This design comes from an exercise in tuning for small area on the open sky130 flow, not from production work.
Only simulation tests tie the RTL to the original design; equivalence was not proved.

==> build 64: inputs <==
Design pwm_audio_top, start of the top module:
module pwm_audio_top (
  input  wire logic                                   PWM_ADC_CLOCK_100M,
  input  wire logic                                   arst_n,
  input  wire logic [pwm_audio_pkg::FIFO_W:0]         audio_fifo,    
  output logic                                        audio_read,
  input  wire logic [pwm_audio_pkg::FIFO_W:0]         delay_fifo,    
  output logic                                        delay_read,
  output logic                                        pwm_out,
  output logic [pwm_audio_pkg::NUM_CHANNELS-1:0]      speakers
);
clock: 10.0 ns
lec_check: 0
cap_margin: 20
core_margin: 2
core_utilization: 30
slew_margin: 20
run.sh (not shown) runs the stock make flow with config.mk's settings and CLKGATE_MAP_FILE= SYNTH_SCRIPT=/design/flow/synth_recipe.tcl, a recipe that flattens the netlist after the stock synthesis.
==> trial 66: changes against build 64 <==
==> flow/design.v (replaced) <==
`default_nettype none
package pwm_audio_pkg;
  localparam int SAMPLE_PERIOD = 1000;               
  localparam int SAMPLE_W      = 10;                 
  localparam int SAMPLE_CNT_W  = $clog2(SAMPLE_PERIOD);
  localparam logic [SAMPLE_CNT_W-1:0] SAMPLE_LAST = SAMPLE_CNT_W'(SAMPLE_PERIOD - 1);
  localparam int ACC_W = 11;
  localparam logic [ACC_W-1:0] DELTA = ACC_W'(1000);
  localparam int FIFO_W       = 32;
  localparam int DELAY_DEPTH  = 1024;                
  localparam int DELAY_W      = 10;                  
  localparam int NUM_CHANNELS = 8;                   
  localparam int CHAN_W       = 3;
  localparam logic [FIFO_W-1:0] FRAME_MARKER = FIFO_W'(233333);
  typedef struct packed {
    logic              avail;                        
    logic [FIFO_W-1:0] data;
  } fifo_in_t;
  typedef struct packed {
    logic               en;
    logic [CHAN_W-1:0]  chan;                        
    logic [DELAY_W-1:0] delay;                       
  } delay_wr_t;
endpackage : pwm_audio_pkg
`default_nettype wire
`timescale 1ns/1ps
`default_nettype none
module sample_fetch (
  input  wire logic                               PWM_ADC_CLOCK_100M,
  input  wire logic                               arst_n,
  input  wire pwm_audio_pkg::fifo_in_t            audio_fifo,    
  output logic                                    audio_read,    
  output logic [pwm_audio_pkg::SAMPLE_W-1:0]      sample         
);
  logic [pwm_audio_pkg::SAMPLE_CNT_W-1:0] period_cnt;
  logic                                   period_wrap;
  assign period_wrap = (period_cnt == pwm_audio_pkg::SAMPLE_LAST);
  always_ff @(posedge PWM_ADC_CLOCK_100M or negedge arst_n) begin
    if (!arst_n) begin
      period_cnt <= '0;
    end else if (period_wrap) begin
      period_cnt <= '0;                        
    end else begin
      period_cnt <= period_cnt + 1'b1;
    end
  end
  assign audio_read = period_wrap && audio_fifo.avail;
  always_ff @(posedge PWM_ADC_CLOCK_100M or negedge arst_n) begin
    if (!arst_n) begin
      sample <= '0;                            
    end else if (audio_read) begin
      sample <= audio_fifo.data[pwm_audio_pkg::SAMPLE_W-1:0];   
    end
  end
endmodule
`default_nettype wire
`timescale 1ns/1ps
`default_nettype none
module pwm_modulator (
  input  wire logic                               PWM_ADC_CLOCK_100M,
  input  wire logic                               arst_n,
  input  wire logic [pwm_audio_pkg::SAMPLE_W-1:0] sample,
  output logic                                    pwm_out       
);
  logic [pwm_audio_pkg::ACC_W-1:0] acc;
  logic [pwm_audio_pkg::ACC_W-1:0] acc_base;      
  logic [pwm_audio_pkg::ACC_W-1:0] sample_ext;
  logic                            over_th;
  assign sample_ext = {{(pwm_audio_pkg::ACC_W - pwm_audio_pkg::SAMPLE_W){1'b0}}, sample};
  assign over_th  = (acc >= pwm_audio_pkg::DELTA);
  assign acc_base = over_th ? (acc - pwm_audio_pkg::DELTA) : acc;
  always_ff @(posedge PWM_ADC_CLOCK_100M or negedge arst_n) begin
    if (!arst_n) begin
      acc     <= '0;
      pwm_out <= 1'b0;
    end else begin
      acc     <= acc_base + sample_ext;      
      pwm_out <= over_th;                    
    end
  end
endmodule
`default_nettype wire
`timescale 1ns/1ps
`default_nettype none
module delay_line (
  input  wire logic                                  PWM_ADC_CLOCK_100M,
  input  wire logic                                  arst_n,
  input  wire logic                                  pwm_out,
  output logic [pwm_audio_pkg::DELAY_DEPTH-1:0]      history     
);
  always_ff @(posedge PWM_ADC_CLOCK_100M or negedge arst_n) begin
    if (!arst_n) begin
      history <= '0;
    end else begin
      history <= {history[pwm_audio_pkg::DELAY_DEPTH-2:0], pwm_out};   
    end
  end
endmodule
`default_nettype wire
`timescale 1ns/1ps
`default_nettype none
module delay_table_loader (
  input  wire logic                     PWM_ADC_CLOCK_100M,
  input  wire logic                     arst_n,
  input  wire pwm_audio_pkg::fifo_in_t  delay_fifo,    
  output logic                          delay_read,    
  output pwm_audio_pkg::delay_wr_t      delay_wr       
);
  typedef enum logic {
    ST_IDLE    = 1'b0,                     
    ST_LOADING = 1'b1                      
  } state_t;
  state_t                        state;
  logic [pwm_audio_pkg::CHAN_W:0] idx;      
  logic                          is_marker;
  logic                          idx_ok;
  assign delay_read = arst_n && delay_fifo.avail;    
  assign is_marker = (delay_fifo.data == pwm_audio_pkg::FRAME_MARKER);
  assign idx_ok    = (idx < pwm_audio_pkg::NUM_CHANNELS);
  always_ff @(posedge PWM_ADC_CLOCK_100M or negedge arst_n) begin
    if (!arst_n) begin
      state    <= ST_IDLE;
      idx      <= '0;
      delay_wr <= '0;
    end else begin
      delay_wr.en <= 1'b0;                 
      if (delay_fifo.avail) begin
        case (state)
          ST_IDLE: begin
            if (is_marker) begin
              state <= ST_LOADING;         
              idx   <= '0;
            end
          end
          ST_LOADING: begin
            if (is_marker) begin
              state <= ST_IDLE;            
            end else if (idx_ok) begin
              delay_wr.en    <= 1'b1;
              delay_wr.chan  <= idx[pwm_audio_pkg::CHAN_W-1:0];
              delay_wr.delay <= delay_fifo.data[pwm_audio_pkg::DELAY_W-1:0];
              idx            <= idx + 1'b1;
            end
          end
          default: begin
            state <= ST_IDLE;
          end
        endcase
      end
    end
  end
endmodule
`default_nettype wire
`timescale 1ns/1ps
`default_nettype none
module speaker_tap #(
  parameter int CHANNEL = 0                        
) (
  input  wire logic                                  PWM_ADC_CLOCK_100M,
  input  wire logic                                  arst_n,
  input  wire pwm_audio_pkg::delay_wr_t              delay_wr,
  input  wire logic [pwm_audio_pkg::DELAY_DEPTH-1:0] history,
  output logic                                       speaker
);
  logic [pwm_audio_pkg::DELAY_W-1:0] delay;        
  logic                              wr_hit;
  assign wr_hit = delay_wr.en &&
                  (delay_wr.chan == pwm_audio_pkg::CHAN_W'(CHANNEL));
  always_ff @(posedge PWM_ADC_CLOCK_100M or negedge arst_n) begin
    if (!arst_n) begin
      delay   <= '0;                  
      speaker <= 1'b0;
    end else begin
      if (wr_hit) begin
        delay <= delay_wr.delay;      
      end
      speaker <= history[delay];      
    end
  end
endmodule
`default_nettype wire
`timescale 1ns/1ps
`default_nettype none
module pwm_audio_top (
  input  wire logic                                   PWM_ADC_CLOCK_100M,
  input  wire logic                                   arst_n,
  input  wire logic [pwm_audio_pkg::FIFO_W:0]         audio_fifo,    
  output logic                                        audio_read,
  input  wire logic [pwm_audio_pkg::FIFO_W:0]         delay_fifo,    
  output logic                                        delay_read,
  output logic                                        pwm_out,
  output logic [pwm_audio_pkg::NUM_CHANNELS-1:0]      speakers
);
  logic [pwm_audio_pkg::SAMPLE_W-1:0]    sample;     
  logic [pwm_audio_pkg::DELAY_DEPTH-1:0] history;    
  pwm_audio_pkg::delay_wr_t              delay_wr;   
  sample_fetch u_sample_fetch (
    .PWM_ADC_CLOCK_100M (PWM_ADC_CLOCK_100M),
    .arst_n             (arst_n),
    .audio_fifo         (audio_fifo),
    .audio_read         (audio_read),
    .sample             (sample)
  );
  pwm_modulator u_pwm_modulator (
    .PWM_ADC_CLOCK_100M (PWM_ADC_CLOCK_100M),
    .arst_n             (arst_n),
    .sample             (sample),
    .pwm_out            (pwm_out)
  );
  delay_line u_delay_line (
    .PWM_ADC_CLOCK_100M (PWM_ADC_CLOCK_100M),
    .arst_n             (arst_n),
    .pwm_out            (pwm_out),
    .history            (history)
  );
  delay_table_loader u_delay_table_loader (
    .PWM_ADC_CLOCK_100M (PWM_ADC_CLOCK_100M),
    .arst_n             (arst_n),
    .delay_fifo         (delay_fifo),
    .delay_read         (delay_read),
    .delay_wr           (delay_wr)
  );
  for (genvar k = 0; k < pwm_audio_pkg::NUM_CHANNELS; k++) begin : g_tap
    speaker_tap #(
      .CHANNEL (k)
    ) u_speaker_tap (
      .PWM_ADC_CLOCK_100M (PWM_ADC_CLOCK_100M),
      .arst_n             (arst_n),
      .delay_wr           (delay_wr),
      .history            (history),
      .speaker            (speakers[k])
    );
  end
endmodule
`default_nettype wire
==> comparison <==
Build 64 completed, yet does not pass: setup timing. Trial 66 finished with timing, DRC and antenna clean.
Between trial 66 and build 64, the lower worst hold slack is in trial 66 (gap 64 ps).
In trial 66 the clock-buffer cell count is higher than in build 64, by 159.
The area after synthesis of trial 66 is 4.0 times that of build 64.
Via count: build 64 is smaller than trial 66 (74%).
In build 64 the global-route usage is lower than in trial 66, by 14 points.
==> figures <==
|  | trial 66 | build 64 |
|---|---|---|
| Result of the run | no timing/DRC/antenna violations | complete, but fails checks |
| Layout check failures | - | setup timing |
| Antenna violations before repair | 70 | 1 |
| Slack of the worst reg-to-reg path | 3270 ps | -2750 ps |
| CTS max path bufs | 4 | 3 |
| Yosys reg bits | 1163 | 239 |
| Multiplexer area fraction after synthesis | 0.501 | 0.0479 |
| Proportion of synthesized chip area in sequential cells | 0.296 | 0.243 |
| Worst max-slew margin expressed relative to the limit | 0.0612 | 0.318 |
| Maximum net fanout on the critical path | 31 | 4 |
| Final instance area | 108000 sq um | 31200 sq um |
| Worst hold path endpoint | u_delay_line.history[0] | g_tap[5].u_speaker_tap.delay[4] |
| Area of the die | 333000 sq um | 84300 sq um |
| Post-Synthesis Cells | 6944 | 2967 |

## static timing again, ports no longer ideal
No port has a modelled driver above. Below, the same layouts with a new extraction and two added sets of constraints. Step 1 (the two cells are an assumption about what drives the block):
set clk [get_ports {PWM_ADC_CLOCK_100M}]
set_driving_cell -lib_cell sky130_fd_sc_hd__clkbuf_16 $clk
set_driving_cell -lib_cell sky130_fd_sc_hd__buf_2 [delete_from_list [all_inputs] $clk]
Step 2, shift: input delay + t, output delay - t, t = (earliest + latest rising clock arrival at the registers) / 2. This alone moves slack from input paths to output paths. Slacks: ideal ports / drivers / drivers and shift; pairs: ideal ports / drivers.
run	t, ns	setup WS [ns]	worst setup path at the end	worst register clock-pin slew, ns
build 64	0.602	-2.751 / -2.751 / -2.751	register to register	0.06 / 0.06
trial 66	0.980	3.274 / 3.274 / 3.274	register to register	0.07 / 0.07
